What follows belongs to an exercise in optimizing a design on an open flow for small area, a short achievable clock period and few clock cycles; a production flow would make more cautious choices. The RTL was checked by simulation tests, not by an equivalence proof against the original design. Power figures rest on the tool's default switching activity, not on a simulated workload.

[design/flow/constraint.sdc]
create_clock -name core_clock -period 4.0 [get_ports {clk}]
set_input_delay 0.8000 -clock core_clock [delete_from_list [all_inputs] [get_ports {clk}]]
set_output_delay 0.8000 -clock core_clock [all_outputs]
set_load 0.01 [all_outputs]
[design/flow/design.v]
package egress_stamper_pkg;
    localparam int PACKET_XFER_LEN = 32;
    localparam int LEN_MSB  = 31;
    localparam int LEN_LSB  = 24;
    localparam int DEST_MSB = 15;
    localparam int DEST_LSB = 8;
    localparam int SRC_MSB  = 15;
    localparam int SRC_LSB  = 8;
    localparam int MIN_PKT_BYTES = 24;
    localparam int END_TIME_IDX  = 5;
    localparam int RING_SLOTS = 63;
    function automatic logic len_legal(input logic [7:0] len);
        len_legal = (len[1:0] == 2'b00) && (len[7:2] >= 6'd6);
    endfunction
endpackage
module pkt_ring #(
    parameter int DATA_W = 32,
    parameter int SLOTS  = 63
) (
    input  logic              clk,
    input  logic              we,
    input  logic [DATA_W-1:0] wdata,
    output logic [DATA_W-1:0] rdata
);
    logic [DATA_W-1:0] stage [SLOTS];
    always_ff @(posedge clk) begin
        stage[0] <= we ? wdata : stage[SLOTS-1];
        for (int i = 1; i < SLOTS; i++) begin
            stage[i] <= stage[i-1];
        end
    end
    assign rdata = stage[SLOTS-2];
endmodule
module egress_stamper #(
    parameter int PACKET_XFER_LEN = egress_stamper_pkg::PACKET_XFER_LEN,
    parameter int MAX_WORDS       = 64
) (
    input  logic                       clk,
    input  logic                       reset,
    input  logic                       in_valid,
    input  logic                       in_sop,
    input  logic [PACKET_XFER_LEN-1:0] in_data,
    output logic                       in_ready,
    input  logic [31:0]                counter,
    input  logic                       egress_full,
    output logic                       out_write_en,
    output logic [PACKET_XFER_LEN-1:0] out_data,
    output logic                       busy,
    output logic                       drop_pulse,
    output logic [15:0]                drop_count
);
    localparam int L = egress_stamper_pkg::RING_SLOTS;
    function automatic logic [5:0] inc_slot(input logic [5:0] s);
        inc_slot = (s == 6'(L - 1)) ? 6'd0 : s + 6'd1;
    endfunction
    logic [5:0] ph, rs, rs2;       
    logic       collecting;        
    logic [5:0] cs;                
    logic [5:0] wrem;              
    logic       lastq;             
    logic [5:0] tail;              
    logic [5:0] nh;                
    logic       hdr_at;            
    logic [9:0] npkt;              
    logic [5:0] bcnt;              
    logic       bl_nz;             
    logic [2:0] bidx;              
    logic       tapsel, ctrsel;    
    logic       ef_q;              
    logic       dvalid;
    logic [PACKET_XFER_LEN-1:0] tap;
    logic bl_gt1, bl_one, bidx4, w2, npk_nz;
    logic rs_eq_tail, rs_eq_nh, rs_eq_cs, rs2_eq_nh, rs2_eq_cs, skip;
    assign bl_gt1        = (bcnt[5:2] != 4'd0) || (bcnt[1:0] == 2'd3);
    assign bl_one        = bl_nz && !bl_gt1;
    assign bidx4         = (bidx == 3'(egress_stamper_pkg::END_TIME_IDX - 1));
    assign w2            = (wrem == 6'd3);
    assign npk_nz        = npkt[0];
    assign rs_eq_tail    = (rs == tail);
    assign rs_eq_nh      = (rs == nh);
    assign rs_eq_cs      = (rs == cs);
    assign rs2_eq_nh     = (rs2 == nh);
    assign rs2_eq_cs     = (rs2 == cs);
    assign skip          = dvalid && !bl_nz && !npk_nz;
    logic acc, sop_legal, sop_acc, dat_acc, cnow, start, egress_ok;
    logic hdr_new, abort_legal, abort_bad, direct_hdr, keep_dead;
    assign acc         = in_valid && in_ready;
    assign sop_legal   = egress_stamper_pkg::len_legal(in_data[31:24]);
    assign sop_acc     = acc && in_sop;
    assign dat_acc     = acc && !in_sop && collecting;
    assign cnow        = dat_acc && lastq;
    assign hdr_new     = sop_acc && sop_legal;
    assign abort_legal = hdr_new && collecting;
    assign abort_bad   = sop_acc && !sop_legal && collecting;
    assign egress_ok   = !egress_full || !ef_q;
    assign start       = hdr_at && !bl_nz && egress_ok && (npk_nz || cnow);
    assign direct_hdr  = hdr_new && (collecting ? (!npk_nz && !bl_nz) : !busy);
    assign keep_dead   = abort_legal && !direct_hdr;
    logic       collecting_n, dvalid_n, bl_nz_n, busy_n, in_ready_n, we_n;
    logic [9:0] npkt_n;
    logic       we;                
    logic       tail_is_rs_n, nh_is_rs_n, hdr_at_n, lastq_n;
    logic [5:0] tail_n, nh_n;
    assign nh_n = direct_hdr ? ph : skip ? cs : bl_one ? rs2 : nh;
    assign dvalid_n = !direct_hdr && !skip && (dvalid || abort_legal);
    assign tail_n = (hdr_new || dat_acc) ? rs : abort_bad ? cs : tail;
    assign collecting_n = hdr_new || (collecting && !abort_bad && !cnow);
    assign lastq_n = !sop_acc && (dat_acc ? w2 : lastq);
    assign bl_nz_n   = start || bl_gt1;
    assign npkt_n = start ? (cnow ? npkt : {1'b0, npkt[9:1]}) :
                            (cnow ? {npkt[8:0], 1'b1} : npkt);
    assign busy_n = bl_gt1 || npk_nz || (collecting ? !abort_bad : hdr_new);
    assign tail_is_rs_n = hdr_new || dat_acc || rs_eq_tail;
    assign nh_is_rs_n   = direct_hdr ? 1'b0 : skip ? rs_eq_cs : (!bl_one && rs_eq_nh);
    assign we_n       = !busy_n || (tail_is_rs_n && (bl_nz_n || !nh_is_rs_n));
    assign in_ready_n = !busy_n ||
                        (!(sop_acc && collecting) && !(dvalid && !skip) &&
                         tail_is_rs_n && (bl_nz_n || !nh_is_rs_n));
    assign hdr_at_n = !direct_hdr && (skip ? rs2_eq_cs : (bl_one || rs2_eq_nh));
    logic drop_any, drop_two, dc_sat, dc_sat_n;
    logic [15:0] dc_m1, dc_m2;
    assign drop_any = sop_acc && (collecting || !sop_legal);
    assign drop_two = sop_acc && collecting && !sop_legal;
    always_comb begin
        dc_m1[0] = 1'b1;
        dc_m2[0] = 1'b0;
        dc_m2[1] = 1'b1;
        for (int i = 1; i < 16; i++) dc_m1[i] = dc_m1[i-1] && drop_count[i-1];
        for (int i = 2; i < 16; i++) dc_m2[i] = dc_m2[i-1] && drop_count[i-1];
    end
    assign dc_sat_n = dc_sat ||
                      (drop_any && (drop_count == 16'hFFFD)) ||
                      (drop_two && (drop_count == 16'hFFFC));
    pkt_ring #(
        .DATA_W(PACKET_XFER_LEN),
        .SLOTS (L)
    ) u_ring (
        .clk  (clk),
        .we   (we),
        .wdata(in_data),
        .rdata(tap)
    );
    always_ff @(posedge clk) begin
        ef_q <= egress_full;
        if (reset) begin
            ph           <= 6'd0;
            rs           <= 6'd1;
            rs2          <= 6'd2;
            collecting   <= 1'b0;
            lastq        <= 1'b0;
            npkt         <= '0;
            bcnt         <= 6'd0;
            bl_nz        <= 1'b0;
            tapsel       <= 1'b0;
            ctrsel       <= 1'b0;
            hdr_at       <= 1'b0;
            dvalid       <= 1'b0;
            drop_pulse   <= 1'b0;
            drop_count   <= 16'd0;
            dc_sat       <= 1'b0;
            out_write_en <= 1'b0;
            out_data     <= '0;
            busy         <= 1'b0;
            in_ready     <= 1'b1;
            we           <= 1'b1;
        end else begin
            ph  <= rs;
            rs  <= rs2;
            rs2 <= inc_slot(rs2);
            drop_pulse <= drop_any;
            dc_sat     <= dc_sat_n;
            if (drop_any) begin
                drop_count <= dc_sat ? 16'hFFFF : (drop_count ^ (drop_two ? dc_m2 : dc_m1));
            end
            out_write_en <= start;
            out_data     <= (tap & {PACKET_XFER_LEN{start || tapsel}}) |
                            (PACKET_XFER_LEN'(counter) & {PACKET_XFER_LEN{ctrsel}});
            tapsel <= start || (bl_gt1 && !bidx4);
            ctrsel <= bl_gt1 && bidx4;
            if (start) begin
                bcnt <= tap[31:26];
                bidx <= 3'd1;
            end else if (bl_nz) begin
                bcnt <= bcnt - 6'd1;
                if (bidx != 3'd7) bidx <= bidx + 3'd1;
            end
            bl_nz   <= bl_nz_n;
            npkt    <= npkt_n;
            nh         <= nh_n;
            hdr_at     <= hdr_at_n;
            dvalid     <= dvalid_n;
            tail       <= tail_n;
            collecting <= collecting_n;
            lastq      <= lastq_n;
            busy       <= busy_n;
            in_ready   <= in_ready_n;
            we         <= we_n;
        end
        if (hdr_new) begin
            cs   <= ph;
            wrem <= in_data[31:26];
        end else if (dat_acc) begin
            wrem <= wrem - 6'd1;
        end
    end
endmodule
[design/flow/run.sh]
#!/bin/bash
# synth_recipe.tcl (not shown) runs the flow's synth.tcl, then flattens the netlist and writes it again
# the make line also repeats each setting of config.mk as NAME=value (left out here)
make -C /OpenROAD-flow-scripts/flow DESIGN_CONFIG=/design/flow/config.mk WORK_HOME=/design/flow/orfs CLKGATE_MAP_FILE= SYNTH_SCRIPT=/design/flow/synth_recipe.tcl finish
[design/flow/config.mk]
export PLATFORM = sky130hd
export DESIGN_NAME = egress_stamper
export DESIGN_NICKNAME = egress_stamper
export VERILOG_FILES = /design/flow/design.v
export SDC_FILE = /design/flow/constraint.sdc
export NUM_CORES = 4
export LEC_CHECK = 0
export ABC_CLOCK_PERIOD_IN_PS = 1800
export CAP_MARGIN = 20
export CORE_MARGIN = 2
export CORE_UTILIZATION = 55
export CTS_BUF_LIST = sky130_fd_sc_hd__clkbuf_4 sky130_fd_sc_hd__clkbuf_8 sky130_fd_sc_hd__clkbuf_16
export CTS_CLUSTER_DIAMETER = 100
export CTS_CLUSTER_SIZE = 30
export SETUP_SLACK_MARGIN = 2.4
export SLEW_MARGIN = 20
==> results of run 1 <==
[per-layer routing]
metal	GRT usage	vias up	part of all wire
li1	-	8743	-
met2	0.198	275	0.41
met5	0	-	0.00022
met3	0.0261	115	0.038
met1	0.205	8279	0.52
met4	0.0457	2	0.027
[registers in the layout, summed over array words and instances (netlist names), 3 cells and up]
register and cells:
u_ring.stage 2016, out_data 32, drop_count 16, npkt 10, bcnt 6, cs 6
nh 6, ph 6, rs2 6, rs 6, tail 6, wrem 6
bidx 3
[cells in the mapped netlist, types with 3 or more instances]
cell and instances:
a211oi_1 3, a21oi_1 38, a22oi_1 41, a311oi_1 3, a31oi_1 7, and2_1 4, buf_1 3, buf_2 3
clkbuf_1 24, dfxtp_1 2112, edfxtp_1 27, ha_1 11, inv_1 19, mux2_2 38, mux2i_1 6, nand2_1 31
nand3_1 15, nand4_1 5, nor2_1 73, nor2b_1 17, nor3_1 13, nor3b_1 4, nor4_1 4, o21ai_0 18
or2_2 4, or3_1 7, xnor2_1 28, xor2_1 17
[path summary, 6_finish.rpt]
| kind | start | end | slack (ns) |
|---|---|---|---|
| setup / recovery | drop_count[10]$_SDFFE_PP0P_ | drop_count[10] | 2.04 |
| hold / removal | u_ring.stage[57][28]$_DFF_P_ | u_ring.stage[58][28]$_DFF_P_ | 0.31 |
| setup reg to reg | drop_count[5]$_SDFFE_PP0P_ | drop_count[15]$_SDFFE_PP0P_ | 2.09 |
| hold reg to reg | u_ring.stage[57][28]$_DFF_P_ | u_ring.stage[58][28]$_DFF_P_ | 0.31 |
[through the flow]
step | area (µm²) | cells | total power [mW] | worst slack, ns | hold WS [ns]
4_1_cts | 52100 | 3949 | 36.8 | 1.99 | 0.313
5_1_grt | 52500 | 3965 | 38.0 | 1.98 | 0.317
3_5_place_dp | 48900 | 3787 | 26.8 | 0.794 | 0.312
6_report | 52500 | 3965 | 36.4 | 2.04 | 0.314
3_3_place_gp | 48900 | 3787 | 26.8 | 0.882 | 0.310
2_1_floorplan | 46500 | 2616 | 26.2 | 1.75 | 0.310
[power by group through the flow]
| stage | Combinational [mW] | Clock (mW) | Sequential [mW] |
|---|---|---|---|
| finish | 1.12 | 9.72 | 25.6 |
| global placement | 0.704 | 0 | 26.1 |
| floorplan | 0.508 | 0 | 25.6 |
| detailed placement | 0.731 | 0 | 26.1 |
| CTS | 1.04 | 10.1 | 25.7 |
| global route | 1.20 | 10.8 | 26.0 |
[layout make-up]
class	count	area share
inverters	19	0.00141
clock inverters	5	0.00169
well taps	1080	0.0257
flip-flops and latches	2139	0.822
clock buffers	91	0.0413
repair buffers	207	0.0387
multi-input cells	424	0.0688
[cells by family (layout without fill, tap and decap cells)]
| group | Yosys count | after routing | synth area share |
|---|---|---|---|
| adder cells (fa/ha/maj) | 11 | 11 | 0.00298 |
| buffers and inverters | 54 | 322 | 0.00504 |
| AND/OR/NAND/NOR | 188 | 188 | 0.0195 |
| XOR/XNOR | 45 | 45 | 0.00853 |
| flip-flops | 2139 | 2139 | 0.933 |
| multiplexers | 44 | 44 | 0.0106 |
| AO/OA/AOI/OAI | 135 | 136 | 0.0206 |
[repair_timing]
| action | 4_1_cts | 5_1_grt |
|---|---|---|
| hold buffers | 0 | 0 |
| gates cloned | 3 | 1 |
| setup endpoints to repair | 191 | 161 |
| gates resized for setup | 411 | 78 |
| pin swaps | 53 | 43 |
| setup buffers | 63 | 15 |
==> out/qor.log, run 1 <==
INFO  detailed_routing route.vias.total=17.4k
INFO  floorplanning  top_level_ports=121
INFO  power          sequentialPowerShare=0.703
INFO  global_route   grt-ovfl-total=0
INFO  detailed_routing wire_per_inst=14.7µm
INFO  final_layout   layout.cells.most_common=dfxtp_1
INFO  critical_path  worst-endpoint-arrival=1.16ns
INFO  hold_path      hold_class=flop to flop
INFO  timing         report.final.hold_viol_count=0
INFO  cts            clk_pin_slew=0.12ns
INFO  yosys          synth_top_flop_cell=dfxtp_1
INFO  yosys          synth_seq_area_share=0.933
INFO  global_route   global_route_wire_length_before_repair=95.0mm
INFO  critical_path  worst_ep_required_time=3.20ns
INFO  run            max_cap_violations=0
INFO  final_layout   filler_cell_count=5,977
INFO  critical_path  timing.setup.critical_path_class=flop to output pin
INFO  final_layout   fin_util=0.630
INFO  detailed_routing detail_route.wirelength=58.4mm
INFO  yosys          synth.net_count=2,696
INFO  yosys          ys_warn_count=3
INFO  floorplanning  horizontal_die_dimension=294µm
INFO  detailed_routing number_of_search_and_repair_iterations_in_the_first_detailed_routing_pass=4
INFO  power          power.net_switching=7.21mW
INFO  status         outcome=timing/DRC/antenna clean
INFO  final_layout   sequential_cell_area=0.0432mm²
INFO  power          power_leakage=21.1nW
INFO  floorplanning  core.rowCount=106
INFO  timing         post-route-min-period=1.96ns
INFO  timing         setup_viol=0
INFO  critical_path  crit_path_cell_trace=buf_6
INFO  yosys          postSynthRegisterBits=2,139
INFO  cts            clock-sinks=2,139
INFO  yosys          synthArstFlopShare=0
INFO  yosys          synth_cell_types=59
INFO  power          share_of_total_power_in_the_clock_network=0.267
INFO  timing         max_freq=510MHz
INFO  global_route   antenna_found_initial=3
INFO  timing         fin_skew=0.0269ns
INFO  cts            clk-insertion-delay-late=0.66ns
INFO  final_layout   insertedDiodeCount=0
INFO  power          power_switching_share=0.198
INFO  floorplanning  core-area=0.0834mm²
INFO  yosys          synth_area=0.0462mm²
INFO  final_layout   layout.nets=2,952
INFO  yosys          synth-edff-count=27
INFO  place          port-buffer-count=120
INFO  floorplanning  die_height=294µm
INFO  detailed_routing final_antenna_net_count=0
INFO  floorplanning  floorplan.die_area=0.0863mm²
INFO  critical_path  critical-path-slowest-cell=dfxtp_4
INFO  detailed_routing route.detailed.vias_per_inst=4.39
INFO  final_layout   layout_cell_share_with_drive_strength_beyond_1=0.162
INFO  cts            clk_root_buffer_cell=clkbuf_16
INFO  timing         worst_pin_slew=0.779ns
INFO  cts            cts_htree_levels=3
INFO  power          cellInternalPower=29.2mW
INFO  global_route   grt_pass1_vias=18.0k
INFO  place          place.detailed.hpwl=30.9mm
INFO  place          globalplace.congestion=0.790
INFO  critical_path  crit_family=flip-flops
INFO  final_layout   final_cell_mix=dfxtp_1, clkbuf_16, nor2_1
INFO  timing         timing.final.crit_share=0.491
INFO  yosys          netlist_instances=2,616
INFO  power          combPwrFrac=0.031
INFO  power          vdd.ir_drop.worst=0.519mV
INFO  global_route   grt_max_degree=56
INFO  critical_path  worst_r2r_path_depth=10
INFO  critical_path  critical-path-max-stage-delay=0.38ns
INFO  detailed_routing detailedRoute.firstIterationViolations=890
INFO  critical_path  timing.critical_path.depth=1
INFO  yosys          syn-mean-instance-area=17.7µm²
INFO  final_layout   multi_input_comb_area=0.00361mm²
INFO  critical_path  setup.worst_path.end_class=output pin
INFO  critical_path  cp.buffers_inverters=1
INFO  cts            clock_tree.buffer_depth=3
INFO  cts            cts_tree=done
INFO  yosys          synth_area_leaders=dfxtp_1, edfxtp_1, mux2_2
INFO  critical_path  critPathMaxFanout=4
INFO  cts            cts_inserted_buffers=81
INFO  critical_path  startpoint_type=flop
INFO  yosys          yosys.area.top_type_share=0.915
INFO  global_route   groute.usage.overall=0.136
INFO  timing         setup_total_negative_slack=0ns
INFO  timing         slew_headroom=0.481
INFO  detailed_routing drc=0
INFO  yosys          post-synth-top-area-cell=dfxtp_1
INFO  hold_path      hold_path_depth=0
INFO  power          p_per_area=694mW/mm²
INFO  floorplanning  starting_density=0.554
INFO  timing         grt_setup_unrepaired=true
INFO  final_layout   flow.area_growth_from_synthesis=13.7%
INFO  timing         timing_max_transition_violations_final=0
Testbench counts, summed over its fixed seeds: cycles 29,379.
==> run 2, diff against run 1 <==
--- a/design/flow/config.mk
+++ b/design/flow/config.mk
@@ -13,4 +13,4 @@
 export CTS_CLUSTER_DIAMETER = 100
 export CTS_CLUSTER_SIZE = 30
-export SETUP_SLACK_MARGIN = 2.4
+export SETUP_SLACK_MARGIN = 1.7
 export SLEW_MARGIN = 20
==> run 2 against run 1 <==
Effect of this change: hold slack gained 0.0034 ns; global-route usage shrank 0.58 points; non-clock buffer count decreased by 77; final area is 3.2% lower; utilization shrank 2.0 points; largest cell class unchanged; critical path depth grew 6.
==> out/qor.log, run 2 <==
INFO  power          vdd.ir_drop.worst=0.403mV [-22%]
INFO  detailed_routing detailedRoute.firstIterationViolations=856 [-3.8%]
INFO  timing         setup_viol=0 [unchanged]
INFO  timing         timing.final.crit_share=0.556 [+0.0655]
INFO  final_layout   registers.top_by_ff_count=u_ring.stage
INFO  final_layout   largest_reg_flops=2,016 [unchanged]
INFO  cts            clock_tree.buffer_depth=3 [unchanged]
INFO  place          port-buffer-count=120 [unchanged]
INFO  final_layout   insertedDiodeCount=0 [unchanged]
INFO  yosys          synth_area_leaders=dfxtp_1, edfxtp_1, mux2_2
INFO  yosys          yosys.area.top_type_share=0.915 [unchanged]
INFO  cts            postCtsHoldBufs=0 [unchanged]
INFO  final_layout   layout.cells.most_common=dfxtp_1
INFO  critical_path  worst_ep_required_time=4.38ns [+1.18 ns]
INFO  cts            clock-sinks=2,139 [unchanged]
INFO  timing         report.final.hold_viol_count=0 [unchanged]
INFO  yosys          synth.net_count=2,696 [unchanged]
INFO  yosys          syn-mean-instance-area=17.7µm² [unchanged]
INFO  global_route   grt_max_degree=60 [+7.1%]
INFO  floorplanning  top_level_ports=121 [unchanged]
INFO  power          power_leakage=20.6nW [-2.3%]
INFO  cts            cts_htree_levels=3 [unchanged]
INFO  detailed_routing wire_per_inst=14.3µm [-2.7%]
INFO  power          p_per_area=705mW/mm² [+1.6%]
INFO  detailed_routing number_of_search_and_repair_iterations_in_the_first_detailed_routing_pass=5 [+1]
INFO  timing         worst_slack=1.78ns [-0.262 ns]
INFO  hold_path      hold_path_depth=0 [unchanged]
INFO  detailed_routing route.vias.total=17.0k [-2.6%]
INFO  timing         max_freq=450MHz [-12%]
INFO  place          detailedPlace.worstSlack=0.805ns [+0.0114 ns]
INFO  global_route   groute.usage.overall=0.131 [-0.00576]
INFO  timing         setup_total_negative_slack=0ns [unchanged]
INFO  final_layout   fin_util=0.610 [-0.0201]
INFO  yosys          postSynthRegisterBits=2,139 [unchanged]
INFO  timing         worst_pin_slew=1.07ns [+0.290 ns]
INFO  cts            clk-insertion-delay-late=0.66ns [about the same]
INFO  critical_path  setup.worst_path.end_class=flop
INFO  yosys          synth_top_flop_cell=dfxtp_1
INFO  hold_path      worstHoldStart=u_ring.stage[22][7]$_DFF_P_
INFO  timing         timing_max_transition_violations_final=0 [unchanged]
INFO  detailed_routing drc=0 [unchanged]
INFO  floorplanning  floorplan.die_area=0.0863mm² [unchanged]
INFO  critical_path  worst_r2r_endpoint=in_ready$_SDFF_PP1_
INFO  timing         fin_skew=0.0265ns [-0.000450 ns]
INFO  yosys          netlist_instances=2,616 [unchanged]
INFO  final_layout   layout_top_registers=u_ring.stage x2016, out_data x32, drop_count x16
INFO  floorplanning  die_height=294µm [unchanged]
INFO  power          power.net_switching=7.01mW [-2.7%]
INFO  place          place.detailed.hpwl=31.0mm [+0.33%]
INFO  final_layout   flow.area_growth_from_synthesis=10.1%
INFO  global_route   antenna_found_initial=3 [unchanged]
INFO  timing         post-route-min-period=2.22ns [+0.262 ns]
INFO  critical_path  critPathMaxFanout=7 [+3]
INFO  run            max_cap_violations=0 [unchanged]
INFO  yosys          yosysMostFrequentCell=dfxtp_1
INFO  final_layout   layout.nets=2,874 [-2.6%]
INFO  hold_path      timing.hold.worst_endpoint=u_ring.stage[23][7]$_DFF_P_
INFO  yosys          synthTopCellsByCount=dfxtp_1, nor2_1, a22oi_1
INFO  yosys          post-synth-top-area-cell=dfxtp_1
INFO  detailed_routing route.detailed.vias_per_inst=4.37 [-0.53%]
INFO  cts            cts_inserted_buffers=81 [unchanged]
INFO  yosys          synth-edff-count=27 [unchanged]
INFO  timing         grt_setup_unrepaired=false
INFO  power          combPwrFrac=0.019 [-0.012]
INFO  power          power_switching_share=0.196 [-0.00211]
INFO  critical_path  r2r-start=bl_nz$_SDFF_PP0_
INFO  detailed_routing detail_route.wirelength=55.7mm [-4.7%]
INFO  critical_path  startpoint_type=input pin
INFO  power          cellInternalPower=28.8mW [-1.4%]
INFO  yosys          synth_seq_area_share=0.933 [unchanged]
INFO  global_route   global_route_wire_length_before_repair=90.8mm [-4.4%]
INFO  cts            cts_tree=done
INFO  global_route   grt-ovfl-total=0 [unchanged]
INFO  power          share_of_total_power_in_the_clock_network=0.267 [about the same]
INFO  power          sequentialPowerShare=0.715 [+0.012]
INFO  critical_path  rrSetupSlack=1.88ns [-0.21 ns]
INFO  yosys          synth_cell_types=59 [unchanged]
INFO  floorplanning  horizontal_die_dimension=294µm [unchanged]
INFO  critical_path  worst_r2r_path_depth=5 [-5]
INFO  hold_path      hold_class=flop to flop
INFO  cts            clk_pin_slew=0.11ns [about the same]
INFO  floorplanning  core.rowCount=106 [unchanged]
INFO  critical_path  worst-endpoint-arrival=2.60ns [+1.44 ns]
INFO  detailed_routing final_antenna_net_count=0 [unchanged]
INFO  final_layout   final_cell_mix=dfxtp_1, clkbuf_16, nor2_1
INFO  final_layout   layout_cell_share_with_drive_strength_beyond_1=0.0646 [-0.0970]
INFO  floorplanning  starting_density=0.554 [unchanged]
INFO  cts            clk_root_buffer_cell=clkbuf_16
INFO  global_route   grt_pass1_vias=17.4k [-3.5%]
INFO  timing         fin_hold_ws=0.318ns [+0.00336 ns]
INFO  yosys          synth_area=0.0462mm² [unchanged]
INFO  yosys          synthArstFlopShare=0 [unchanged]
INFO  yosys          ys_warn_count=3 [unchanged]
INFO  status         outcome=timing/DRC/antenna clean
INFO  critical_path  timing.setup.critical_path_class=input pin to flop
INFO  floorplanning  core-area=0.0834mm² [unchanged]
INFO  timing         slew_headroom=0.288 [-0.193]
INFO  place          globalplace.congestion=0.800 [+1.3%]
-- run 2: cell count changes in the layout (fill, tap and decap cells not counted), moves of 9 or more --
cell           change
nand2_1            +9
a21oi_1           +14
buf_6             -60
dfxtp_4           -19
a22oi_2           -40
dfxtp_2           -17
dlygate4sd2_1     +49
a21oi_2           -10
buf_2             -22
a22oi_1           +40
buf_4             -40
dfxtp_1           +36
-- run 2: kinds of logic after synthesis --
| family | after synthesis | share of synthesized area |
|---|---|---|
| flops | 2139 | 0.933 |
| simple gates | 188 | 0.0195 |
| compound gates | 135 | 0.0206 |
| buf+inv | 54 | 0.00504 |
| xor+xnor | 45 | 0.00853 |
| mux | 44 | 0.0106 |
| fa+ha+maj | 11 | 0.00298 |
-- run 2: repair_timing --
action                                  4_1_cts  5_1_grt
pin swaps                                     0        4
endpoints found under the setup margin       89       67
gates resized for setup                      67       13
setup buffers                                 0        4
endpoints found under the hold margin         0        0
-- run 2: how the worst max path moves through the flow --
stage	to	start	slack, ns
finish	nh[4]$_DFFE_PP_	in_valid	1.78
global route	in_ready$_SDFF_PP1_	bl_nz$_SDFF_PP0_	1.70
CTS	drop_count[0]	drop_count[0]$_SDFFE_PP0P_	1.51
detailed placement	nh[0]$_DFFE_PP_	in_data[28]	0.81
global placement	in_ready$_SDFF_PP1_	in_data[31]	0.82
floorplan	nh[0]$_DFFE_PP_	in_sop	1.70
-- run 2: through the flow --
| step | total power [mW] | cell area (µm²) | std cells |
|---|---|---|---|
| 4_1_cts | 36.3 | 50800 | 3879 |
| 3_5_place_dp | 26.8 | 48600 | 3787 |
| 5_1_grt | 37.4 | 50900 | 3883 |
| 6_report | 35.8 | 50900 | 3883 |
| 3_3_place_gp | 26.7 | 48600 | 3787 |
| 2_1_floorplan | 26.1 | 46200 | 2616 |
-- run 2: layer usage --
layer  up-vias  GRT usage  wire, µm
met5         -          0         7
met4         2     0.0548      1920
met3       126     0.0230      2050
met2       270      0.184     22100
met1      8001      0.199     29700
li1       8564          -         -
-- run 2: cell type report --
type                            count  area, µm²
Fill cell                        6114      32600
Clock inverter                      7       98.8
Multi-Input combinational cell    423       2920
Timing Repair Buffer              130       1230
Inverter                           19       71.3
Sequential cell                  2139      43100
Tap cell                         1080       1350
Clock buffer                       85       2070
-- run 2: power groups by stage --
stage | logic (mW) | registers, mW | clock network (mW)
after CTS | 0.659 | 25.7 | 9.90
final | 0.666 | 25.6 | 9.55
after detailed placement | 0.662 | 26.1 | 0
after floorplan | 0.438 | 25.6 | 0
after global placement | 0.649 | 26.0 | 0
after global routing | 0.731 | 26.0 | 10.6
-- run 2: worst max-delay path: stages --
cell             delay [ns]
clkdlybuf4s50_1        0.57
and3_2                 0.31
nand3_1                0.23
nor2_2                 0.29
nor3b_1                0.10
nor2_2                 0.13
buf_4                  0.17
==> run 3, diff against run 2 <==
--- a/design/flow/config.mk
+++ b/design/flow/config.mk
@@ -13,4 +13,4 @@
 export CTS_CLUSTER_DIAMETER = 100
 export CTS_CLUSTER_SIZE = 30
-export SETUP_SLACK_MARGIN = 1.7
+export SETUP_SLACK_MARGIN = 1.9
 export SLEW_MARGIN = 20
==> run 3 against run 2 <==
Effect of this change: flip-flop and latch count unchanged; non-clock buffer count up 15; combinational power up 6.6%; die area unchanged; clock power up 0.6%; routed wire length down 0.26%; register-to-register slack better by 0.13 ns.
==> out/qor.log, run 3 <==
INFO  status         outcome=timing/DRC/antenna clean
INFO  yosys          synth.net_count=2,696 [unchanged]
INFO  power          power_switching_share=0.196 [+0.000273]
INFO  power          combPwrFrac=0.020 [about the same]
INFO  power          sequentialPowerShare=0.712 [-0.003]
INFO  critical_path  timing.critical_path.to=drop_count[8]$_SDFFE_PP0P_
INFO  floorplanning  top_level_ports=121 [unchanged]
INFO  final_layout   layout_top_registers=u_ring.stage x2016, out_data x32, drop_count x16
INFO  timing         fin_skew=0.0213ns [-0.00521 ns]
INFO  critical_path  critPathMaxFanout=11 [+4]
INFO  yosys          synth_cell_types=59 [unchanged]
INFO  detailed_routing final_antenna_net_count=0 [unchanged]
INFO  detailed_routing detail_route.wirelength=55.6mm [-0.26%]
INFO  power          power_leakage=20.5nW [-0.43%]
INFO  place          place.detailed.hpwl=30.4mm [-1.8%]
INFO  final_layout   layout_cell_share_with_drive_strength_beyond_1=0.0900 [+0.0254]
INFO  yosys          syn-mean-instance-area=17.7µm² [unchanged]
INFO  final_layout   filler_cell_count=6,130 [+0.26%]
INFO  cts            postCtsHoldBufs=0 [unchanged]
INFO  detailed_routing wire_per_inst=14.2µm [-0.74%]
INFO  floorplanning  die_height=294µm [unchanged]
INFO  yosys          yosys.area.top_type_share=0.915 [unchanged]
INFO  final_layout   layout.cells.most_common=dfxtp_1
INFO  final_layout   layout.nets=2,889 [+0.52%]
INFO  floorplanning  core.rowCount=106 [unchanged]
INFO  yosys          post-synth-top-area-cell=dfxtp_1
INFO  critical_path  timing.setup.critical_path_class=input pin to flop
INFO  power          p_per_area=703mW/mm² [-0.22%]
INFO  place          port-buffer-count=120 [unchanged]
INFO  yosys          postSynthRegisterBits=2,139 [unchanged]
INFO  critical_path  r2r-start=drop_count[10]$_SDFFE_PP0P_
INFO  final_layout   final-instance-count-excl-fill=3,902 [+0.49%]
INFO  place          dpl_cell_area=0.0487mm² [about the same]
INFO  global_route   grt_pass1_vias=17.3k [-0.41%]
INFO  timing         report.final.hold_viol_count=0 [unchanged]
INFO  timing         max_freq=475MHz [+5.6%]
INFO  yosys          yosysMostFrequentCell=dfxtp_1
INFO  yosys          synth-edff-count=27 [unchanged]
INFO  timing         post-route-min-period=2.11ns [-0.119 ns]
INFO  cts            cts_inserted_buffers=81 [unchanged]
INFO  detailed_routing route.detailed.vias_per_inst=4.41 [+0.85%]
INFO  detailed_routing detailedRoute.firstIterationViolations=841 [-1.8%]
INFO  run            max_cap_violations=0 [unchanged]
INFO  detailed_routing drc=0 [unchanged]
INFO  global_route   grt-ovfl-total=0 [unchanged]
INFO  global_route   global_route_wire_length_before_repair=91.6mm [+0.80%]
INFO  cts            cts_tree=done
INFO  global_route   groute.usage.overall=0.131 [+0.000607]
INFO  cts            clk-insertion-delay-late=0.66ns [about the same]
INFO  cts            clk_root_buffer_cell=clkbuf_16
INFO  timing         timing.final.crit_share=0.526 [-0.0296]
INFO  floorplanning  core-area=0.0834mm² [unchanged]
INFO  yosys          ys_warn_count=3 [unchanged]
INFO  critical_path  worst-endpoint-arrival=2.67ns [+0.07 ns]
INFO  floorplanning  horizontal_die_dimension=294µm [unchanged]
INFO  detailed_routing route.vias.total=17.2k [+1.3%]
INFO  critical_path  startpoint_type=input pin
INFO  floorplanning  starting_density=0.554 [unchanged]
INFO  critical_path  worst_r2r_endpoint=drop_count[15]$_SDFFE_PP0P_
INFO  final_layout   final_design_area_no_fill=0.0511mm² [+0.43%]
INFO  floorplanning  floorplan.die_area=0.0863mm² [unchanged]
INFO  hold_path      hold_class=flop to flop
INFO  yosys          synth_top_flop_cell=dfxtp_1
INFO  yosys          synthTopCellsByCount=dfxtp_1, nor2_1, a22oi_1
INFO  timing         setup_viol=0 [unchanged]
INFO  cts            cts_htree_levels=3 [unchanged]
INFO  place          detailedPlace.worstSlack=0.706ns [-0.0991 ns]
INFO  timing         slew_headroom=0.283 [-0.00440]
INFO  yosys          synthArstFlopShare=0 [unchanged]
INFO  final_layout   insertedDiodeCount=0 [unchanged]
INFO  global_route   antenna_found_initial=3 [unchanged]
INFO  place          place.detailed.instances=3,785 [-0.053%]
INFO  yosys          synth_area=0.0462mm² [unchanged]
INFO  final_layout   final_cell_mix=dfxtp_1, clkbuf_16, nor2_1
INFO  yosys          synth_area_leaders=dfxtp_1, edfxtp_1, mux2_2
INFO  critical_path  worst_ep_required_time=4.56ns [+0.18 ns]
INFO  final_layout   flow.area_growth_from_synthesis=10.6%
INFO  timing         worst_slack=1.89ns [+0.119 ns]
INFO  timing         timing_max_transition_violations_final=0 [unchanged]
INFO  cts            clk_pin_slew=0.12ns [about the same]
INFO  global_route   grt_max_degree=63 [+5.0%]
INFO  power          cellInternalPower=28.9mW [+0.18%]
INFO  detailed_routing number_of_search_and_repair_iterations_in_the_first_detailed_routing_pass=5 [unchanged]
INFO  final_layout   largest_reg_flops=2,016 [unchanged]
INFO  yosys          synth_seq_area_share=0.933 [unchanged]
INFO  yosys          netlist_instances=2,616 [unchanged]
INFO  power          design_power_total=35.9mW [+0.21%]
INFO  critical_path  worst_r2r_path_depth=11 [+6]
INFO  cts            clock-sinks=2,139 [unchanged]
INFO  place          globalplace.congestion=0.785 [-1.8%]
INFO  final_layout   registers.top_by_ff_count=u_ring.stage
INFO  critical_path  crit_path_start=in_data[25]
INFO  cts            clock_tree.buffer_depth=3 [unchanged]
INFO  power          share_of_total_power_in_the_clock_network=0.268 [about the same]
INFO  timing         setup_total_negative_slack=0ns [unchanged]
INFO  power          vdd.ir_drop.worst=0.432mV [+7.1%]
INFO  critical_path  setup.worst_path.end_class=flop
INFO  timing         worst_pin_slew=1.08ns [+0.00660 ns]
INFO  critical_path  rrSetupSlack=2.01ns [+0.13 ns]
INFO  power          power.net_switching=7.03mW [+0.35%]
INFO  timing         grt_setup_unrepaired=true
run 3: changes by cell type in the layout (fill, tap and decap cells not counted), moves of 3 or more:
cell,change
clkbuf_2,+12
clkdlybuf4s15_1,+22
dfxtp_1,-7
buf_2,+15
clkbuf_4,+4
clkdlybuf4s15_2,+5
buf_4,+14
nor3_1,-3
dlymetal6s2s_1,-6
nor2_4,+3
dfxtp_2,-4
dfxtp_4,+11
dlygate4sd2_1,-48
run 3: timing repair:
item,in CTS,in global routing
gates resized for setup,163,54
setup endpoints to repair,130,86
pin swaps,4,8
setup buffers,17,4
run 3: power groups by stage:
stage | Sequential (mW) | Clock, mW | Combinational, mW
after floorplan | 25.6 | 0 | 0.443
after global placement | 26.0 | 0 | 0.659
after detailed placement | 26.1 | 0 | 0.689
after CTS | 25.7 | 9.97 | 0.712
after global routing | 26.0 | 10.7 | 0.771
final | 25.6 | 9.61 | 0.710
run 3: per-layer routing:
metal / part of all wire / GRT usage
met2: 0.39 / 0.183
met5: 0.00013 / 0
met1: 0.54 / 0.204
met3: 0.040 / 0.0271
met4: 0.028 / 0.0433
run 3: cells by family (layout without fill, tap and decap cells):
family,count (synthesis),count (layout),share of synthesized area
flops,2139,2139,0.933
buf+inv,54,260,0.00504
fa+ha+maj,11,11,0.00298
mux,44,44,0.0106
xor+xnor,45,45,0.00853
compound gates,135,135,0.0206
simple gates,188,188,0.0195
run 3: worst max-delay path, stage by stage:
cell             delay [ns]
clkdlybuf4s50_1        0.54
or3_1                  0.49
o21a_1                 0.23
o21ai_4                0.27
o21ai_0                0.14
a31oi_1                0.19
run 3: worst min-delay path by stage:
stage                                      start                      endpoint  slack, ns  depth (start not counted)
floorplan             u_ring.stage[9][0]$_DFF_P_   u_ring.stage[10][0]$_DFF_P_       0.31                          0
global placement      u_ring.stage[1][9]$_DFF_P_    u_ring.stage[2][9]$_DFF_P_       0.31                          0
detailed placement   u_ring.stage[9][18]$_DFF_P_  u_ring.stage[10][18]$_DFF_P_       0.31                          0
CTS                  u_ring.stage[30][4]$_DFF_P_   u_ring.stage[31][4]$_DFF_P_       0.33                          0
global route         u_ring.stage[30][4]$_DFF_P_   u_ring.stage[31][4]$_DFF_P_       0.33                          0
finish              u_ring.stage[59][22]$_DFF_P_  u_ring.stage[60][22]$_DFF_P_       0.32                          0
run 3: through the flow:
stage	hold WS (ns)	util
floorplan	0.310	-
global placement	0.310	0.584
detailed placement	0.312	0.584
CTS	0.326	0.612
global route	0.329	0.612
finish	0.318	0.612
run 3: layout make-up:
| cell class | count | area [µm²] | area share |
|---|---|---|---|
| multi-input cells | 423 | 3020 | 0.0591 |
| inverters | 19 | 71.3 | 0.00140 |
| repair buffers | 145 | 1280 | 0.0250 |
| flip-flops and latches | 2139 | 43100 | 0.845 |
| clock inverters | 7 | 101 | 0.00198 |
| well taps | 1080 | 1350 | 0.0265 |
| clock buffers | 89 | 2100 | 0.0412 |
==> run 4, diff against run 3 <==
--- a/design/flow/config.mk
+++ b/design/flow/config.mk
@@ -13,4 +13,4 @@
 export CTS_CLUSTER_DIAMETER = 100
 export CTS_CLUSTER_SIZE = 30
-export SETUP_SLACK_MARGIN = 1.9
+export SETUP_SLACK_MARGIN = 2.2
 export SLEW_MARGIN = 20
==> run 4 against run 3 <==
Effect of this change: still clean; routed wire length up 3.9%; flip-flop and latch count unchanged; die area unchanged; fmax up 8.7%; sequential share of layout area down 1.5 points; via count up 1.3%; register-to-register slack better by 0.07 ns; sequential power about the same; global-route usage about the same; synthesized cell count unchanged; critical path type is now flop to output pin.
==> out/qor.log, run 4 <==
INFO  final_layout   filler_cell_count=5,932 [-3.2%]
INFO  critical_path  worst-endpoint-arrival=1.14ns [-1.53 ns]
INFO  yosys          synthTopCellsByCount=dfxtp_1, nor2_1, a22oi_1
INFO  yosys          synth_area_leaders=dfxtp_1, edfxtp_1, mux2_2
INFO  yosys          ys_warn_count=3 [unchanged]
INFO  timing         timing.final.crit_share=0.484 [-0.0423]
INFO  final_layout   flow.area_growth_from_synthesis=12.7%
INFO  timing         grt_setup_unrepaired=true
INFO  floorplanning  core.rowCount=106 [unchanged]
INFO  timing         max_freq=516MHz [+8.7%]
INFO  final_layout   layout.nets=2,950 [+2.1%]
INFO  cts            clock_tree.buffer_depth=3 [unchanged]
INFO  final_layout   layout.cells.most_common=dfxtp_1
INFO  yosys          post-synth-top-area-cell=dfxtp_1
INFO  final_layout   multi_input_comb_area=0.00338mm² [+12%]
INFO  cts            clk-insertion-delay-late=0.64ns [-0.02 ns]
INFO  global_route   groute.usage.overall=0.132 [+0.000448]
INFO  critical_path  startpoint_type=flop
INFO  detailed_routing number_of_search_and_repair_iterations_in_the_first_detailed_routing_pass=5 [unchanged]
INFO  cts            cts_tree=done
INFO  yosys          synth_top_flop_cell=dfxtp_1
INFO  critical_path  crit_path_cell_trace=buf_6
INFO  cts            clock-sinks=2,139 [unchanged]
INFO  yosys          netlist_instances=2,616 [unchanged]
INFO  yosys          synth-edff-count=27 [unchanged]
INFO  floorplanning  core-area=0.0834mm² [unchanged]
INFO  cts            clk_root_buffer_cell=clkbuf_16
INFO  floorplanning  floorplan.die_area=0.0863mm² [unchanged]
INFO  critical_path  setup.worst_path.end_class=output pin
INFO  timing         setup_total_negative_slack=0ns [unchanged]
INFO  yosys          synth_seq_area_share=0.933 [unchanged]
INFO  detailed_routing route.detailed.vias_per_inst=4.40 [-0.15%]
INFO  timing         post-route-min-period=1.94ns [-0.169 ns]
INFO  status         outcome=timing/DRC/antenna clean
INFO  yosys          synth.net_count=2,696 [unchanged]
INFO  timing         setup_viol=0 [unchanged]
INFO  hold_path      hold_class=flop to flop
INFO  critical_path  worst_ep_required_time=3.20ns [-1.36 ns]
INFO  final_layout   registers.top_by_ff_count=u_ring.stage
INFO  timing         slew_headroom=0.537 [+0.253]
INFO  critical_path  critical-path-slowest-cell=dfxtp_4
INFO  cts            postCtsHoldBufs=0 [unchanged]
INFO  floorplanning  top_level_ports=121 [unchanged]
INFO  timing         report.final.hold_viol_count=0 [unchanged]
INFO  detailed_routing drc=0 [unchanged]
INFO  global_route   grt_pass1_vias=17.6k [+1.6%]
INFO  detailed_routing wire_per_inst=14.6µm [+2.5%]
INFO  place          port-buffer-count=120 [unchanged]
INFO  final_layout   layout_cell_share_with_drive_strength_beyond_1=0.144 [+0.0542]
INFO  timing         worst_pin_slew=0.695ns [-0.380 ns]
INFO  critical_path  crit_family=flip-flops
INFO  final_layout   layout_top_registers=u_ring.stage x2016, out_data x32, drop_count x16
INFO  yosys          syn-mean-instance-area=17.7µm² [unchanged]
INFO  floorplanning  horizontal_die_dimension=294µm [unchanged]
INFO  yosys          yosysMostFrequentCell=dfxtp_1
INFO  yosys          synth_cell_types=59 [unchanged]
INFO  yosys          synth_area=0.0462mm² [unchanged]
INFO  critical_path  cp.buffers_inverters=1 [unchanged]
INFO  global_route   antenna_found_initial=2 [-1]
INFO  final_layout   insertedDiodeCount=0 [unchanged]
INFO  detailed_routing detail_route.wirelength=57.7mm [+3.9%]
INFO  timing         fin_skew=0.0257ns [+0.00444 ns]
INFO  timing         timing_max_transition_violations_final=0 [unchanged]
INFO  cts            cts_inserted_buffers=81 [unchanged]
INFO  power          vdd.ir_drop.worst=0.380mV [-12%]
INFO  yosys          yosys.area.top_type_share=0.915 [unchanged]
INFO  global_route   grt-ovfl-total=0 [unchanged]
INFO  power          design_power_total=36.1mW [+0.66%]
INFO  yosys          synthArstFlopShare=0 [unchanged]
INFO  power          power_leakage=21.0nW [+2.1%]
INFO  place          place.detailed.hpwl=30.2mm [-0.65%]
INFO  power          p_per_area=694mW/mm² [-1.3%]
INFO  critical_path  critical-path-max-stage-delay=0.38ns [-0.16 ns]
INFO  detailed_routing detailedRoute.firstIterationViolations=992 [+18%]
INFO  run            max_cap_violations=0 [unchanged]
INFO  cts            clk_pin_slew=0.12ns [about the same]
INFO  detailed_routing final_antenna_net_count=0 [unchanged]
INFO  final_layout   sequential_cell_area=0.0432mm² [about the same]
INFO  critical_path  critPathMaxFanout=2 [-9]
INFO  yosys          postSynthRegisterBits=2,139 [unchanged]
INFO  detailed_routing route.vias.total=17.4k [+1.3%]
INFO  global_route   grt_max_degree=54 [-14%]
INFO  final_layout   largest_reg_flops=2,016 [unchanged]
INFO  floorplanning  starting_density=0.554 [unchanged]
INFO  place          globalplace.congestion=0.829 [+5.5%]
INFO  floorplanning  die_height=294µm [unchanged]
INFO  critical_path  timing.setup.critical_path_class=flop to output pin
INFO  global_route   global_route_wire_length_before_repair=92.2mm [+0.68%]
INFO  cts            cts_htree_levels=3 [unchanged]
INFO  final_layout   final_cell_mix=dfxtp_1, clkbuf_16, nor2_1
run 4: cell counts after synthesis:
No cell type changed its count.
run 4: layout make-up:
cell class              count  share of cell area
clock buffers              87              0.0401
well taps                1080              0.0259
multi-input cells         424              0.0648
flip-flops and latches   2139               0.829
clock inverters             3             0.00132
repair buffers            205              0.0370
inverters                  19             0.00142
run 4: logic make-up after synthesis:
| kind of cell | Yosys count | share of synthesized area |
|---|---|---|
| AO/OA/AOI/OAI | 135 | 0.0206 |
| XOR/XNOR | 45 | 0.00853 |
| adder cells (fa/ha/maj) | 11 | 0.00298 |
| buffers and inverters | 54 | 0.00504 |
| flip-flops | 2139 | 0.933 |
| multiplexers | 44 | 0.0106 |
| AND/OR/NAND/NOR | 188 | 0.0195 |
run 4: path summary, 6_finish.rpt:
path                                                  start                           to  slack, ns  depth (start not counted)
worst max-delay path                    in_ready$_SDFF_PP1_                     in_ready       2.06                          1
worst min-delay path            u_ring.stage[8][27]$_DFF_P_  u_ring.stage[9][27]$_DFF_P_       0.31                          0
worst max register to register   drop_count[7]$_SDFFE_PP0P_  drop_count[15]$_SDFFE_PP0P_       2.08                         11
worst min register to register  u_ring.stage[8][27]$_DFF_P_  u_ring.stage[9][27]$_DFF_P_       0.31                          0
run 4: timing repair:
action | CTS | global route
setup buffers | 47 | 30
pin swaps | 23 | 29
endpoints found under the setup margin | 182 | 103
gates cloned | 1 | 2
resized for setup | 363 | 58
run 4: per-layer routing:
metal | global-route usage | vias to the layer above | wire length (µm)
li1 | - | 8731 | -
met1 | 0.203 | 8262 | 30600
met2 | 0.183 | 318 | 23000
met3 | 0.0261 | 96 | 2750
met4 | 0.0487 | 0 | 1390
met5 | 0 | - | 0
run 4: per-stage QoR:
stage | utilization | setup WS [ns] | area [µm²] | hold WS [ns] | cells
after global routing | 0.624 | 1.97 | 52100 | 0.317 | 3957
after global placement | 0.586 | 0.760 | 48900 | 0.311 | 3787
final | 0.624 | 2.06 | 52100 | 0.314 | 3957
after CTS | 0.618 | 2.02 | 51600 | 0.307 | 3925
after floorplan | - | 1.75 | 46500 | 0.310 | 2616
after detailed placement | 0.586 | 0.634 | 48900 | 0.312 | 3787
run 4: power breakdown:
part	switching [mW]	total, mW	internal, mW	leakage, nW
clock	5.70	9.49	3.79	1.06
sequential	0.890	25.6	24.7	17.9
combinational	0.508	1.05	0.540	2.03
total	7.10	36.1	29.0	21.0
==> run 5, diff against run 4 <==
--- a/design/flow/config.mk
+++ b/design/flow/config.mk
@@ -13,4 +13,4 @@
 export CTS_CLUSTER_DIAMETER = 100
 export CTS_CLUSTER_SIZE = 30
-export SETUP_SLACK_MARGIN = 2.2
+export SETUP_SLACK_MARGIN = 2.1
 export SLEW_MARGIN = 20
==> run 5 against run 4 <==
Effect of this change: still clean on timing, DRC and antenna; synthesized cell count stayed put; combinational power is 15% lower; hold slack better by 0.0066 ns; area after synthesis stayed put; cell count is 0.86% lower; clock skew is 0.0031 ns lower; critical path depth stayed put; non-clock buffer count is 37 lower; die area stayed put; final area is 1.1% lower; utilization is 0.66 points lower; largest cell class unchanged; largest power group unchanged.
==> out/qor.log, run 5 <==
INFO  status         outcome=timing/DRC/antenna clean
INFO  detailed_routing route.vias.total=17.2k [-1.1%]
INFO  global_route   grt-ovfl-total=0 [unchanged]
INFO  critical_path  setup.worst_path.end_class=output pin
INFO  detailed_routing detailedRoute.firstIterationViolations=781 [-21%]
INFO  power          design_power_total=36.1mW [about the same]
INFO  floorplanning  die_height=294µm [unchanged]
INFO  timing         timing.final.crit_share=0.490 [+0.00563]
INFO  cts            clock_tree.buffer_depth=3 [unchanged]
INFO  timing         setup_total_negative_slack=0ns [unchanged]
INFO  floorplanning  starting_density=0.554 [unchanged]
INFO  final_layout   filler_cell_count=6,029 [+1.6%]
INFO  cts            cts_tree=done
INFO  global_route   grt_max_degree=68 [+26%]
INFO  yosys          netlist_instances=2,616 [unchanged]
INFO  global_route   grt_pass1_vias=17.6k [+0.18%]
INFO  yosys          synthArstFlopShare=0 [unchanged]
INFO  critical_path  timing.setup.critical_path_class=flop to output pin
INFO  critical_path  cp.buffers_inverters=1 [unchanged]
INFO  critical_path  critical-path-slowest-cell=dfxtp_4
INFO  critical_path  critPathMaxFanout=3 [+1]
INFO  global_route   groute.usage.overall=0.137 [+0.00505]
INFO  timing         report.final.hold_viol_count=0 [unchanged]
INFO  final_layout   layout_top_registers=u_ring.stage x2016, out_data x32, drop_count x16
INFO  final_layout   layout_cell_share_with_drive_strength_beyond_1=0.117 [-0.0271]
INFO  place          globalplace.congestion=0.761 [-8.2%]
INFO  place          port-buffer-count=120 [unchanged]
INFO  critical_path  worst_ep_required_time=3.20ns [about the same]
INFO  yosys          synth-edff-count=27 [unchanged]
INFO  power          power_leakage=20.7nW [-1.1%]
INFO  power          vdd.ir_drop.worst=0.411mV [+8.2%]
INFO  critical_path  critical-path-max-stage-delay=0.40ns [+0.02 ns]
INFO  yosys          synth.net_count=2,696 [unchanged]
INFO  yosys          synth_top_flop_cell=dfxtp_1
INFO  yosys          post-synth-top-area-cell=dfxtp_1
INFO  detailed_routing wire_per_inst=14.7µm [+0.82%]
INFO  yosys          synth_area=0.0462mm² [unchanged]
INFO  yosys          postSynthRegisterBits=2,139 [unchanged]
INFO  timing         fin_skew=0.0227ns [-0.00305 ns]
INFO  yosys          synthTopCellsByCount=dfxtp_1, nor2_1, a22oi_1
INFO  cts            clk_pin_slew=0.11ns [about the same]
INFO  detailed_routing drc=0 [unchanged]
INFO  floorplanning  core-area=0.0834mm² [unchanged]
INFO  critical_path  crit_path_cell_trace=buf_6
INFO  critical_path  crit_family=flip-flops
INFO  place          place.detailed.hpwl=31.7mm [+4.9%]
INFO  run            max_cap_violations=0 [unchanged]
INFO  final_layout   layout.nets=2,913 [-1.3%]
INFO  yosys          synth_cell_types=59 [unchanged]
INFO  detailed_routing final_antenna_net_count=0 [unchanged]
INFO  floorplanning  core.rowCount=106 [unchanged]
INFO  timing         grt_setup_unrepaired=true
INFO  global_route   global_route_wire_length_before_repair=94.4mm [+2.4%]
INFO  hold_path      hold_class=flop to flop
INFO  yosys          synth_seq_area_share=0.933 [unchanged]
INFO  final_layout   final_cell_mix=dfxtp_1, clkbuf_16, nor2_1
INFO  timing         max_freq=510MHz [-1.1%]
INFO  final_layout   largest_reg_flops=2,016 [unchanged]
INFO  global_route   antenna_found_initial=7 [+5]
INFO  cts            cts_htree_levels=3 [unchanged]
INFO  floorplanning  top_level_ports=121 [unchanged]
INFO  cts            postCtsHoldBufs=0 [unchanged]
INFO  yosys          yosysMostFrequentCell=dfxtp_1
INFO  cts            cts_inserted_buffers=81 [unchanged]
INFO  final_layout   layout.cells.most_common=dfxtp_1
INFO  detailed_routing number_of_search_and_repair_iterations_in_the_first_detailed_routing_pass=5 [unchanged]
INFO  final_layout   flow.area_growth_from_synthesis=11.5%
INFO  detailed_routing detail_route.wirelength=57.7mm [about the same]
INFO  floorplanning  horizontal_die_dimension=294µm [unchanged]
INFO  floorplanning  floorplan.die_area=0.0863mm² [unchanged]
INFO  timing         timing_max_transition_violations_final=0 [unchanged]
INFO  yosys          syn-mean-instance-area=17.7µm² [unchanged]
INFO  timing         post-route-min-period=1.96ns [+0.0225 ns]
INFO  timing         slew_headroom=0.464 [-0.0723]
INFO  cts            clk_root_buffer_cell=clkbuf_16
INFO  detailed_routing route.detailed.vias_per_inst=4.39 [-0.21%]
INFO  yosys          synth_area_leaders=dfxtp_1, edfxtp_1, mux2_2
INFO  yosys          ys_warn_count=3 [unchanged]
INFO  critical_path  worst-endpoint-arrival=1.16ns [+0.02 ns]
INFO  critical_path  startpoint_type=flop
INFO  power          p_per_area=701mW/mm² [+1.0%]
INFO  timing         worst_pin_slew=0.803ns [+0.108 ns]
INFO  yosys          yosys.area.top_type_share=0.915 [unchanged]
INFO  timing         setup_viol=0 [unchanged]
INFO  final_layout   registers.top_by_ff_count=u_ring.stage
INFO  cts            clock-sinks=2,139 [unchanged]
INFO  cts            clk-insertion-delay-late=0.66ns [+0.02 ns]
==> run 5: per-layer routing <==
metal	global-route usage	wire length (µm)
met1	0.205	30100
met3	0.0267	2240
met4	0.0417	1400
met2	0.201	23900
met5	0	15
==> run 5: cells by family after synthesis <==
family                   after synthesis  synth area share
buffers and inverters                 54           0.00504
adder cells (fa/ha/maj)               11           0.00298
XOR/XNOR                              45           0.00853
AND/OR/NAND/NOR                      188            0.0195
multiplexers                          44            0.0106
AO/OA/AOI/OAI                        135            0.0206
flip-flops                          2139             0.933
==> run 5: cell type report <==
type	instances	area, µm²	area share
tap	1080	1350	0.0262
antenna	1	2.50	0.0000486
inverter	19	71.3	0.00138
clock inverter	5	85.1	0.00165
timing repair buffer	168	1570	0.0304
multi-input combinational	424	3100	0.0602
clock buffer	87	2160	0.0419
sequential	2139	43200	0.838
==> run 5: worst paths after layout <==
path	end	slack (ns)	cells past startpoint	startpoint
setup / recovery	drop_count[5]	2.04	1	drop_count[5]$_SDFFE_PP0P_
hold / removal	u_ring.stage[22][23]$_DFF_P_	0.32	0	u_ring.stage[21][23]$_DFF_P_
hold reg to reg	u_ring.stage[22][23]$_DFF_P_	0.32	0	u_ring.stage[21][23]$_DFF_P_
setup reg to reg	drop_count[15]$_SDFFE_PP0P_	2.10	10	drop_count[5]$_SDFFE_PP0P_
==> run 5: repair_timing <==
| action | 4_1_cts | 5_1_grt |
|---|---|---|
| cloned | 3 | 0 |
| setup endpoints to repair | 162 | 68 |
| resized for setup | 335 | 41 |
| buffers inserted | 28 | 12 |
| pin swaps | 9 | 8 |
==> run 5: power by group <==
part / switching, mW / internal [mW] / total, mW / leakage (nW)
Combinational: 0.443 / 0.447 / 0.889 / 1.76
Sequential: 0.881 / 24.7 / 25.6 / 17.9
Clock: 5.73 / 3.92 / 9.65 / 1.10
==> run 5: per-stage QoR <==
step                      hold slack, ns  utilization  area [µm²]  std cells  setup slack (ns)
after floorplan                    0.310            -       46300       2616              1.75
final                              0.320        0.618       51500       3923              2.04
after CTS                          0.323        0.615       51300       3910              1.99
after global placement             0.310        0.584       48700       3787             0.863
after global routing               0.327        0.618       51500       3922              1.97
after detailed placement           0.312        0.584       48700       3787             0.871
==> run 6, diff against run 5 <==
--- a/design/flow/config.mk
+++ b/design/flow/config.mk
@@ -6,4 +6,5 @@
 export NUM_CORES = 4
 export LEC_CHECK = 0
+export ABC_AREA = 1
 export ABC_CLOCK_PERIOD_IN_PS = 1800
 export CAP_MARGIN = 20
==> run 6 against run 5 <==
Effect of this change: routed wire length is 0.76% higher; cell count is 3.6% higher; area after synthesis hardly changed; non-clock buffer count stayed put; flip-flop and latch count stayed put; first-iteration DRC count is 12% higher; clock power hardly changed; global-route usage hardly changed; critical path depth stayed put; sequential share of layout area is 0.14 points lower; hold slack worse by 0.0020 ns; fmax is 1.1% lower; critical endpoint is now drop_count[7]; largest cell class unchanged.
==> out/qor.log, run 6 <==
INFO  detailed_routing number_of_search_and_repair_iterations_in_the_first_detailed_routing_pass=5 [unchanged]
INFO  power          p_per_area=706mW/mm² [+0.76%]
INFO  floorplanning  floorplan.die_area=0.0863mm² [about the same]
INFO  cts            cts_inserted_buffers=81 [unchanged]
INFO  timing         max_freq=505MHz [-1.1%]
INFO  cts            clock-sinks=2,139 [unchanged]
INFO  final_layout   layout_cell_share_with_drive_strength_beyond_1=0.109 [-0.00792]
INFO  critical_path  crit_path_start=drop_count[7]$_SDFFE_PP0P_
INFO  critical_path  rrSetupSlack=2.12ns [+0.02 ns]
INFO  final_layout   filler_cell_count=6,062 [+0.55%]
INFO  timing         timing_max_transition_violations_final=0 [unchanged]
INFO  yosys          syn-mean-instance-area=16.8µm² [-4.7%]
INFO  floorplanning  die_height=294µm [about the same]
INFO  global_route   groute.usage.overall=0.137 [about the same]
INFO  critical_path  worst_ep_required_time=3.20ns [about the same]
INFO  cts            clk_root_buffer_cell=clkbuf_16
INFO  timing         slew_headroom=0.371 [-0.0932]
INFO  hold_path      hold_path_depth=0 [unchanged]
INFO  final_layout   layout.cells.most_common=dfxtp_1
INFO  place          place.detailed.instances=3,924 [+3.6%]
INFO  critical_path  worst_r2r_endpoint=bidx[2]$_SDFFCE_PP0P_
INFO  timing         setup_viol=0 [unchanged]
INFO  floorplanning  core-area=0.0834mm² [unchanged]
INFO  yosys          netlist_instances=2,746 [+5.0%]
INFO  detailed_routing met2RoutedLength=23.4mm [-2.2%]
INFO  detailed_routing route.detailed.vias_per_inst=4.34 [-1.1%]
INFO  final_layout   flow.area_growth_from_synthesis=11.7%
INFO  power          design_power_total=36.4mW [+0.90%]
INFO  detailed_routing final_antenna_net_count=0 [unchanged]
INFO  place          detailedPlace.worstSlack=0.694ns [-0.177 ns]
INFO  cts            cts_htree_levels=3 [unchanged]
INFO  yosys          combinational_family_with_the_most_area_after_synthesis=simple AND/OR/NAND/NOR gates
INFO  critical_path  cp.buffers_inverters=1 [unchanged]
INFO  yosys          synthSimpleGateAreaFrac=0.0271 [+0.00761]
INFO  power          vdd.ir_drop.worst=0.410mV [-0.25%]
INFO  yosys          synth.net_count=2,826 [+4.8%]
INFO  critical_path  critical-path-max-stage-delay=0.40ns [about the same]
INFO  global_route   antenna_found_initial=3 [-4]
INFO  status         outcome=timing/DRC/antenna clean
INFO  detailed_routing drc=0 [unchanged]
INFO  final_layout   final_cell_mix=dfxtp_1, nand2_1, clkbuf_16
INFO  place          port-buffer-count=120 [unchanged]
INFO  detailed_routing detailedRoute.firstIterationViolations=875 [+12%]
INFO  critical_path  timing.critical_path.depth=1 [unchanged]
INFO  yosys          synthArstFlopShare=0 [unchanged]
INFO  final_layout   largest_reg_flops=2,016 [unchanged]
INFO  critical_path  startpoint_type=flop
INFO  power          power.net_switching=7.14mW [+1.3%]
INFO  yosys          postSynthRegisterBits=2,139 [unchanged]
INFO  critical_path  timing.setup.critical_path_class=flop to output pin
INFO  global_route   grt_max_degree=57 [-16%]
INFO  power          share_of_total_power_in_the_clock_network=0.265 [-0.002]
INFO  yosys          synthTopCellsByCount=dfxtp_1, nand2_1, inv_1
INFO  yosys          xor_xnor_cell_area_share_of_the_yosys_netlist=0.00474 [-0.00379]
INFO  timing         grt_setup_unrepaired=true
INFO  detailed_routing route.vias.total=17.7k [+2.5%]
INFO  place          place.detailed.hpwl=32.5mm [+2.5%]
INFO  power          power_leakage=21.0nW [+1.2%]
INFO  hold_path      worstHoldStart=u_ring.stage[12][30]$_DFF_P_
INFO  place          dpl_cell_area=0.0488mm² [+0.12%]
INFO  critical_path  crit_path_cell_trace=buf_8
INFO  timing         fin_skew=0.0233ns [+0.000643 ns]
INFO  floorplanning  starting_density=0.554 [about the same]
INFO  final_layout   registers.top_by_ff_count=u_ring.stage
INFO  timing         worst_pin_slew=0.943ns [+0.140 ns]
INFO  hold_path      timing.hold.worst_endpoint=u_ring.stage[13][30]$_DFF_P_
INFO  floorplanning  core.rowCount=106 [unchanged]
INFO  critical_path  critical-path-slowest-cell=dfxtp_4
INFO  critical_path  worst-endpoint-arrival=1.18ns [+0.02 ns]
INFO  cts            clock_tree.buffer_depth=3 [unchanged]
INFO  critical_path  r2r-start=in_ready$_SDFF_PP1_
INFO  critical_path  setup.worst_path.end_class=output pin
INFO  cts            cts_tree=done
INFO  cts            clk_pin_slew=0.11ns [about the same]
INFO  floorplanning  top_level_ports=121 [unchanged]
INFO  critical_path  worst_r2r_path_depth=7 [-3]
INFO  final_layout   layout_top_registers=u_ring.stage x2016, out_data x32, drop_count x16
INFO  cts            clk-insertion-delay-late=0.65ns [about the same]
INFO  power          sequentialPowerShare=0.714 [+0.006]
INFO  yosys          post_synth_fa_ha_maj_area_fraction=0.00298 [about the same]
INFO  final_layout   layout.nets=3,050 [+4.7%]
INFO  detailed_routing routed-wl-met3=3.18mm [+42%]
INFO  timing         report.final.hold_viol_count=0 [unchanged]
INFO  yosys          yosysMostFrequentCell=dfxtp_1
INFO  run            max_cap_violations=0 [unchanged]
INFO  detailed_routing routedLengthMet1=30.2mm [+0.28%]
INFO  final_layout   fin_util=0.619 [+0.000870]
INFO  hold_path      hold_class=flop to flop
INFO  timing         timing.final.crit_share=0.495 [+0.00534]
INFO  yosys          synth_area_leaders=dfxtp_1, edfxtp_1, nand2_1
INFO  final_layout   final_design_area_no_fill=0.0516mm² [+0.14%]
INFO  yosys          ys_warn_count=3 [unchanged]
INFO  timing         fin_hold_ws=0.318ns [-0.00198 ns]
INFO  critical_path  critPathMaxFanout=2 [-1]
INFO  yosys          synth_seq_area_share=0.933 [about the same]
INFO  global_route   global_route_wire_length_before_repair=94.9mm [+0.53%]
INFO  yosys          post-synth-top-area-cell=dfxtp_1
INFO  detailed_routing top_layer_used=met5
INFO  place          globalplace.congestion=0.776 [+2.0%]
INFO  global_route   grt-ovfl-total=0 [unchanged]
INFO  yosys          yosys.area.top_type_share=0.915 [about the same]
INFO  floorplanning  horizontal_die_dimension=294µm [about the same]
INFO  power          cellInternalPower=29.3mW [+0.81%]
INFO  detailed_routing wire_per_inst=14.3µm [-2.8%]
INFO  yosys          synth_cell_types=37 [-37%]
INFO  yosys          synth_area=0.0462mm² [about the same]
INFO  power          power_switching_share=0.196 [+0.000761]
INFO  detailed_routing detail_route.wirelength=58.1mm [+0.76%]
INFO  critical_path  crit_family=flip-flops
INFO  yosys          yosys-mux-area-fraction=0.00731 [-0.00325]
INFO  cts            postCtsHoldBufs=0 [unchanged]
INFO  timing         worst_slack=2.02ns [-0.0213 ns]
INFO  yosys          synth-edff-count=27 [unchanged]
INFO  timing         post-route-min-period=1.98ns [+0.0213 ns]
INFO  yosys          synth_top_flop_cell=dfxtp_1
INFO  final_layout   final-instance-count-excl-fill=4,066 [+3.6%]
INFO  power          combPwrFrac=0.021 [-0.004]
INFO  global_route   grt_pass1_vias=18.0k [+1.9%]
INFO  yosys          synth-compound-area-share=0.0165 [-0.00414]
INFO  timing         setup_total_negative_slack=0ns [unchanged]
run 6: worst max path at each step:
stage,endpoint
6_report,drop_count[7]
3_3_place_gp,out_data[3]$_SDFF_PP0_
5_1_grt,drop_count[7]
4_1_cts,drop_count[7]
3_5_place_dp,bidx[2]$_SDFFCE_PP0P_
2_1_floorplan,drop_count[15]$_SDFFE_PP0P_
run 6: logic make-up (layout without fill, tap and decap cells):
group,Yosys count,count (layout)
AO/OA/AOI/OAI,138,138
XOR/XNOR,25,25
adder cells (fa/ha/maj),11,11
buffers and inverters,103,340
flip-flops,2139,2139
multiplexers,30,30
other,0,2
AND/OR/NAND/NOR,300,301
run 6: routing by layer:
| layer | track usage | up-vias |
|---|---|---|
| li1 | - | 8968 |
| met1 | 0.208 | 8305 |
| met2 | 0.193 | 282 |
| met3 | 0.0298 | 102 |
| met4 | 0.0479 | 2 |
| met5 | 0 | - |
run 6: cell type report:
class | count | area, µm² | share of cell area
clock inverter | 7 | 96.3 | 0.00187
timing repair buffer | 168 | 1540 | 0.0299
inverter | 74 | 294 | 0.00570
timing repair inverter | 1 | 7.51 | 0.000145
antenna | 2 | 5.00 | 0.0000970
clock buffer | 90 | 2150 | 0.0416
sequential | 2139 | 43200 | 0.837
tap | 1080 | 1350 | 0.0262
multi-input combinational | 505 | 2980 | 0.0578
run 6: timing repair:
item | in CTS | in global routing
setup buffers | 21 | 20
pin swaps | 8 | 22
gates cloned | 0 | 2
setup endpoints to repair | 148 | 111
gates resized for setup | 323 | 57
run 6: power by group through the flow:
stage                     combinational, mW  sequential [mW]  clock, mW
after floorplan                       0.444             26.0          0
after global placement                0.691             26.5          0
after detailed placement              0.714             26.5          0
after CTS                             0.749             26.1       10.0
after global routing                  0.843             26.4       10.7
final                                 0.770             26.0       9.64

-- port drivers added, routing unchanged --
How much do the figures lean on ideal ports? The routed layouts below were timed once more, with nothing changed but the port constraints.
Step 1 assumes that a clkbuf_16 drives the clock port and a buf_2 every other input.
Step 2 times the ports against the registers' clock, not the clock port: input delays grow and output delays shrink by t, the midpoint of the rising clock arrivals with the driver on.
Three values: no drivers, after step 1, after step 2; two values: the first two.
run | shift t [ns] | slack for setup (ns) | worst setup path at the end
run 1 | 0.706 | 2.038 / 1.975 / 1.394 | input to register
run 2 | 0.705 | 1.776 / 1.759 / 1.096 | input to register
run 3 | 0.708 | 1.894 / 1.870 / 1.220 | input to register
run 4 | 0.691 | 2.063 / 2.000 / 1.415 | input to register
run 5 | 0.707 | 2.041 / 1.978 / 1.406 | input to register
run 6 | 0.701 | 2.020 / 1.960 / 1.410 | input to register
After both steps every run listed still meets setup and hold. For run 2, which loses most, drivers alone change the setup slack by -0.017 ns; drivers and shift together by -0.680 ns.
